Source: an optimization exercise on an open RTL-to-GDS flow (aim: small area, a short achievable clock period and few clock cycles per item). Production flows keep margins and buffers that such runs may drop.
Only simulation tests tie the RTL to the original design; equivalence was not proved.

==> inputs of branch indigo <==
==> flow/design.v (excerpt) <==
module launch_grid_block_splitter (
  input  logic         clk,
  input  logic         rst_n,
  input  logic         in_tvalid,
  output logic         in_tready,
  input  logic [191:0] in_tdata,
  input  logic         in_tuser,
  output logic         out_tvalid,
  input  logic         out_tready,
  output logic [191:0] out_tdata,
  input  logic         cfg_valid,
  output logic         cfg_ready,
  input  logic [2:0]   cfg_index,
  input  logic [30:0]  cfg_data
);
  localparam logic [4:0]
    S_IDLE  = 5'd0,  S_DLOAD = 5'd1,  S_DCHK  = 5'd2,  S_EXTM  = 5'd3,
    S_EXTW  = 5'd4,  S_EXTC  = 5'd5,  S_TDIV  = 5'd6,  S_TDIVW = 5'd7,
    S_TCEIL = 5'd8,  S_THR   = 5'd9,  S_THRW  = 5'd10, S_THRR  = 5'd11,
    S_GLOOP = 5'd12, S_RINIT = 5'd13, S_RHO   = 5'd14, S_FSH   = 5'd15,
    S_AMUL  = 5'd16, S_AMULW = 5'd17, S_ADIV  = 5'd18, S_ADIVW = 5'd19,
    S_ASET  = 5'd20, S_FIN   = 5'd21, S_ZERO  = 5'd22, S_DONE  = 5'd23,
    S_DACT  = 5'd24, S_EXTS  = 5'd25, S_THRM  = 5'd26;
  localparam logic [1:0] OP_SQ = 2'd0, OP_MUL = 2'd1, OP_DIV = 2'd2;
  localparam logic [1:0] GU_IDLE = 2'd0, GU_ABS = 2'd1, GU_ITER = 2'd2;
  function automatic logic [5:0] msb_idx(input logic [33:0] v);
    logic [63:0] t;
    logic [5:0]  p;
    t    = {30'd0, v};
    p[5] = |t[63:32];
    t[31:0] = p[5] ? t[63:32] : t[31:0];
    p[4] = |t[31:16];
    t[15:0] = p[4] ? t[31:16] : t[15:0];
    p[3] = |t[15:8];
    t[7:0] = p[3] ? t[15:8] : t[7:0];
    p[2] = |t[7:4];
    t[3:0] = p[2] ? t[7:4] : t[3:0];
    p[1] = |t[3:2];
    t[1:0] = p[1] ? t[3:2] : t[1:0];
    p[0] = t[1];
    msb_idx = p;
  endfunction
  logic [4:0]  state_r;
  logic        rdy_r;
  logic        out_valid_r;
  logic [10:0] mb_r [3];
  logic [30:0] mg_r [3];
  logic [10:0] mt_r;
  logic [1:0]  nd_r;
  logic        tiled_r;
  logic [1:0]  dim_r;
  logic [1:0]  status_r;
  logic [11:0] thr_r;
  logic [30:0] gx_r, gy_r, gz_r;
  logic [33:0] bx_r, by_r, bz_r;
  logic        c_ext_r, c_geq_r, c_b1_r;
  logic [5:0]  psum_r;
  logic        limz_r, gz0_r, l0_r;
  logic        mu_busy_r;
  logic        mu_sq_r, mu_mul_r, mu_div_r;
  logic        mu_srcx_r;
  logic [5:0]  mu_j_r;      
  logic        mu_last_r;
  logic        mu_bit_r;
  logic        mu_badd_r;
  logic [33:0] acc_r;
  logic [33:0] x_r;
  logic [30:0] anchor_r;
  logic [33:0] k_r;
  logic        xnew_r;
  logic [1:0]  gu_st_r;
  logic [30:0] ga_r, gb_r;
  ...
clock: 12.5 ns
lec_check: 0
cap_margin: 50
core_margin: 2
core_utilization: 40
slew_margin: 50
setup_slack_margin: 8
buffer_ports_args: -buffer_cell sky130_fd_sc_hd__buf_1
standard.sh (not shown) runs the stock make flow with config.mk's settings and CLKGATE_MAP_FILE= SYNTH_SCRIPT=/design/flow/synth_recipe.tcl, a recipe that flattens the netlist after the stock synthesis.
==> flow/flow/run.sh <==
#!/bin/bash
set -euo pipefail
SETUP_MARGIN=8
cp standard.sh standard.sh.txt
grep -v '^export SETUP_SLACK_MARGIN\|^export BUFFER_PORTS_ARGS' config.mk > config.mk.new
echo "export SETUP_SLACK_MARGIN = ${SETUP_MARGIN}" >> config.mk.new
echo "export BUFFER_PORTS_ARGS = -buffer_cell sky130_fd_sc_hd__buf_1" >> config.mk.new
mv config.mk.new config.mk
bash standard.sh > standard.log 2>&1
==> branch garnet: changes against branch indigo <==
--- a/flow/design.v
+++ b/flow/design.v
@@ -98,10 +98,11 @@
   logic [30:0] gx_r, gy_r, gz_r;
   logic [33:0] bx_r, by_r, bz_r;
   logic        c_ext_r, c_geq_r, c_b1_r;
   logic [5:0]  psum_r;
   logic        limz_r, gz0_r, l0_r;
+  logic [5:0]  gmsb_r;      
   logic        mu_busy_r;
   logic        mu_sq_r, mu_mul_r, mu_div_r;
   logic        mu_srcx_r;
   logic [5:0]  mu_j_r;      
   logic        mu_last_r;
@@ -173,12 +174,12 @@
     gzf      = {gz_r[30:1], gz_r[0] | gz0_r};
     lf       = {bz_r[30:1], bz_r[0] | l0_r};
     pm       = msb_idx({23'd0, cur_mb});
     pg       = msb_idx({3'd0, cur_mg});
     lim_zero = (cur_mb == 11'd0) || (cur_mg == 31'd0);
-    ext_sure = limz_r || (src_msb > psum_r + 6'd1);
-    ext_amb  = !ext_sure && (src_msb >= psum_r);
+    ext_sure = limz_r || (gmsb_r > psum_r + 6'd1);
+    ext_amb  = !ext_sure && (gmsb_r >= psum_r);
     g_lt_mb  = (gzf[30:11] == 20'd0) && (gzf[10:0] < x_r[10:0]);
     g_le_mb  = (gzf[30:11] == 20'd0) && (gzf[10:0] <= x_r[10:0]);
     m1       = g_lt_mb ? gzf[10:0] : x_r[10:0];
     l_lt_m1  = (lf[30:11] == 20'd0) && (lf[10:0] < m1);
     g_le_l   = (gzf <= lf);
@@ -503,10 +504,11 @@
     if (dload) begin
         status_r <= 2'd0;
         psum_r   <= pm + pg;
         limz_r   <= lim_zero;
         gz0_r    <= (in_g == 31'd0);
+        gmsb_r   <= msb_idx({3'd0, in_g});
         l0_r     <= (in_l == 31'd0);
         gx_r <= gy_r;
         gy_r <= gz_r;
         bx_r <= by_r;
         by_r <= bz_r;
==> flow/flow/run.sh (replaced) <==
#!/bin/bash
set -euo pipefail
SETUP_MARGIN=7
cp standard.sh standard.sh.txt
grep -v '^export SETUP_SLACK_MARGIN\|^export BUFFER_PORTS_ARGS' config.mk > config.mk.new
echo "export SETUP_SLACK_MARGIN = ${SETUP_MARGIN}" >> config.mk.new
echo "export BUFFER_PORTS_ARGS = -buffer_cell sky130_fd_sc_hd__buf_1" >> config.mk.new
mv config.mk.new config.mk
bash standard.sh > standard.log 2>&1
SETUP_SLACK_MARGIN = 7   (was 8)
==> branch harbor: changes against branch indigo <==
--- a/flow/design.v
+++ b/flow/design.v
@@ -95,11 +95,11 @@
   logic [1:0]  dim_r;
   logic [1:0]  status_r;
   logic [11:0] thr_r;
   logic [30:0] gx_r, gy_r, gz_r;
   logic [33:0] bx_r, by_r, bz_r;
-  logic        c_ext_r, c_geq_r, c_b1_r;
+  logic        c_ext_r, c_amb_r, c_geq_r, c_b1_r;
   logic [5:0]  psum_r;
   logic        limz_r, gz0_r, l0_r;
   logic        mu_busy_r;
   logic        mu_sq_r, mu_mul_r, mu_div_r;
   logic        mu_srcx_r;
@@ -147,11 +147,11 @@
   assign nbit    = src_run[mu_j_r];
   logic        sq_skip;
   logic        sbit;
   logic        n_is1;
   assign sq_skip = (src_msb != 6'd0);
-  assign n_is1   = (state_r == S_TDIV) ? (bz_r == 34'd1) : (gz_r == 31'd1);
+  assign n_is1   = (gz_r == 31'd1);
   assign sbit    = src_now[src_msb - 6'd1];
   lgbs_mdu u_mdu (
     .op_mul (mu_mul_r),
     .op_div (mu_div_r),
     .bit_i  (mu_bit_r),
@@ -242,22 +242,17 @@
     end else if (state_r == S_THRR) begin
       thr_nx = (acc_r[33:11] != 23'd0) ? 12'd2048 : acc_r[11:0];
     end
   end
   assign thr_gt   = thr_nx > {1'b0, mt_r};
-  logic geq_now, b1_now, sel_nd, sel_b1;
-  assign geq_now  = g_le_mb && g_le_l;
-  assign b1_now   = (bsel == 31'd1);
-  assign sel_nd   = (state_r == S_DCHK) ? (!b1_now && !geq_now) : need_div;
-  assign sel_b1   = (state_r == S_DCHK) ? b1_now : c_b1_r;
-  assign act_go   = ((state_r == S_DCHK) && !ext_sure && !ext_amb) ||
+  assign act_go   = ((state_r == S_DACT) && !c_ext_r && !c_amb_r) ||
                     ((state_r == S_EXTC) && !ext_gt);
-  assign go_tdiv  = act_go && tiled_r && sel_nd;
-  assign go_zext  = ((state_r == S_DCHK) && ext_sure) || ((state_r == S_EXTC) && ext_gt);
+  assign go_tdiv  = act_go && tiled_r && need_div;
+  assign go_zext  = ((state_r == S_DACT) && c_ext_r) || ((state_r == S_EXTC) && ext_gt);
   assign thr_mul  = !(bz_r == 34'd1 || bz_r == 34'd0 || thr_r == 12'd0 || thr_r == 12'd1 ||
                       bz_r[33:11] != 23'd0);
-  assign dim_done = (act_go && tiled_r && !sel_nd && sel_b1) ||
+  assign dim_done = (act_go && tiled_r && !need_div && c_b1_r) ||
                     ((state_r == S_GLOOP) && !g_gt_mg && (bz_r == 34'd1)) ||
                     ((state_r == S_THR) && !thr_mul) || (state_r == S_THRR);
   logic fin_ev;
   assign fin_ev   = last_dim && (dim_done || ((state_r == S_DLOAD) && !dim_act));
   always_comb begin
@@ -269,16 +264,17 @@
       S_IDLE:  if (start) state_n = S_DCHK;
       S_DLOAD: begin
         if (dim_r < nd_r)  state_n = S_DCHK;
         else if (last_dim) state_n = thr_gt ? S_ZERO : S_DONE;
       end
-      S_DCHK: begin
-        if (ext_sure)      state_n = S_ZERO;
-        else if (ext_amb)  state_n = S_EXTM;
+      S_DCHK:  state_n = S_DACT;
+      S_DACT: begin
+        if (c_ext_r)       state_n = S_ZERO;
+        else if (c_amb_r)  state_n = S_EXTM;
         else if (!tiled_r) state_n = S_GLOOP;
-        else if (sel_nd)   state_n = S_TDIV;
-        else if (b1_now)   state_n = last_dim ? (thr_gt ? S_ZERO : S_DONE) : S_DLOAD;
+        else if (need_div) state_n = S_TDIV;
+        else if (c_b1_r)   state_n = last_dim ? (thr_gt ? S_ZERO : S_DONE) : S_DLOAD;
         else               state_n = S_THR;
       end
       S_EXTM:  state_n = S_EXTS;           
       S_EXTS: begin                         
         mu_start = 1'b1;
@@ -482,13 +478,11 @@
       gb_r <= in_g;
     end else if (state_r == S_EXTM) begin
       gb_r <= cur_mg;
     end else if (state_r == S_THR) begin
       gb_r <= {19'd0, thr_r};
-    end else if (state_r == S_DCHK) begin
-      gb_r <= gzf;                        
-    end else if ((state_r == S_EXTC) || (state_r == S_AMULW && mu_done)) begin
+    end else if (go_tdiv || (state_r == S_AMULW && mu_done)) begin
       gb_r <= gz_r;
     end
     if (dim_done) dim_r <= dim_r + 2'd1;
     case (state_r)
       S_IDLE: begin
@@ -519,26 +513,24 @@
           if (!last_dim) dim_r <= dim_r + 2'd1;
         end
     end
     case (state_r)
       S_DCHK: begin
-        c_geq_r <= geq_now;
-        c_b1_r  <= b1_now;
+        c_ext_r <= ext_sure;
+        c_amb_r <= ext_amb;
+        c_geq_r <= g_le_mb && g_le_l;
+        c_b1_r  <= (bsel == 31'd1);
         bz_r    <= {3'd0, bsel};
-        gz_r    <= geq_now ? 31'd1 : gzf;
-        if (go_zext) begin
-          status_r <= 2'd1;
-          dim_r    <= 2'd0;
-        end
+        gz_r    <= (g_le_mb && g_le_l) ? 31'd1 : gzf;
       end
-      S_EXTC: begin
+      S_DACT, S_EXTC: begin
         if (go_zext) begin
           status_r <= 2'd1;
           dim_r    <= 2'd0;
         end
+        if (go_tdiv) gz_r <= bz_r[30:0];
       end
-      S_TDIV:  gz_r <= bz_r[30:0];
       S_AMULW: if (mu_done) gz_r <= gb_r;
       S_ADIV:  bz_r <= acc_r;
       S_TCEIL: gz_r <= inc_out;
       S_THR, S_THRR: thr_r <= thr_nx;
       S_FSH: begin
==> flow/flow/run.sh (replaced) <==
#!/bin/bash
set -euo pipefail
SETUP_MARGIN=9
cp standard.sh standard.sh.txt
grep -v '^export SETUP_SLACK_MARGIN\|^export BUFFER_PORTS_ARGS' config.mk > config.mk.new
echo "export SETUP_SLACK_MARGIN = ${SETUP_MARGIN}" >> config.mk.new
echo "export BUFFER_PORTS_ARGS = -buffer_cell sky130_fd_sc_hd__buf_1" >> config.mk.new
mv config.mk.new config.mk
bash standard.sh > standard.log 2>&1
SETUP_SLACK_MARGIN = 9   (was 8)
==> comparison <==
- The lowest register-to-register slack belongs to branch indigo, the highest to branch harbor.
- Utilization: branch harbor > branch indigo > branch garnet.
- Between branch garnet and branch harbor, the lower design area is in branch garnet (gap 22%, measured against branch harbor).
- Clock skew, highest first: branch harbor, branch indigo, branch garnet.
==> figures <==
Status: branch garnet timing/DRC/antenna clean; branch harbor timing/DRC/antenna clean; branch indigo timing/DRC/antenna clean
CP Depth: branch garnet 18; branch harbor 19; branch indigo 26
Post-synthesis share of cell area spent on and, or, nand and nor gates: branch garnet 17.31%; branch harbor 18.32%; branch indigo 18.40%
Achievable clock frequency: branch garnet 186.1 MHz; branch harbor 188.5 MHz; branch indigo 185.3 MHz
Clock latency (worst-skew pair): branch garnet 0.73 ns; branch harbor 0.77 ns; branch indigo 0.72 ns
Effective utilization at floorplan: branch garnet 40.30%; branch harbor 40.16%; branch indigo 40.30%
Seq/Total Area, Yosys: branch garnet 30.69%; branch harbor 30.22%; branch indigo 30.38%
Post-route worst setup slack: branch garnet 7.126 ns; branch harbor 7.196 ns; branch indigo 7.104 ns
Routed via count divided by cell count: branch garnet 6.379; branch harbor 6.650; branch indigo 6.452
Final non-filler cell area: branch garnet 0.05666 mm²; branch harbor 0.07288 mm²; branch indigo 0.06267 mm²
Testbench counts of branch indigo, summed over its fixed seeds: cycles 53,545, items 320.
Testbench counts of branch garnet, summed over its fixed seeds: cycles 53,545, items 320.
Testbench counts of branch harbor, summed over its fixed seeds: cycles 54,186, items 320.

[separate check: timing with driven ports]
No port has a modelled driver above. Below, the same layouts with a new extraction and two added sets of constraints. Step 1 assumes that a clkbuf_16 drives the clock port and a buf_2 every other input. Step 2, shift: input delay + t, output delay - t, t = (earliest + latest rising clock arrival at the registers) / 2. This alone moves slack from input paths to output paths. Slacks: ideal ports / drivers / drivers and shift; pairs: ideal ports / drivers.
| run | shift t [ns] | setup WS [ns] | hold WS [ns] | worst setup path at the end | clock arrival spread, ns |
|---|---|---|---|---|---|
| branch indigo | 0.778 | 7.104 / 7.104 / 6.998 | 0.438 / 0.438 / 0.438 | input to register | 0.058 / 0.058 |
| branch garnet | 0.781 | 7.126 / 7.126 / 6.604 | 0.444 / 0.444 / 0.444 | input to register | 0.060 / 0.060 |
| branch harbor | 0.803 | 7.196 / 7.196 / 7.196 | 0.451 / 0.451 / 0.451 | register to register | 0.085 / 0.085 |
After both steps setup and hold are still met in every run listed. For branch garnet, which loses most, drivers alone change the setup slack by 0.000 ns; drivers and shift together by -0.522 ns.
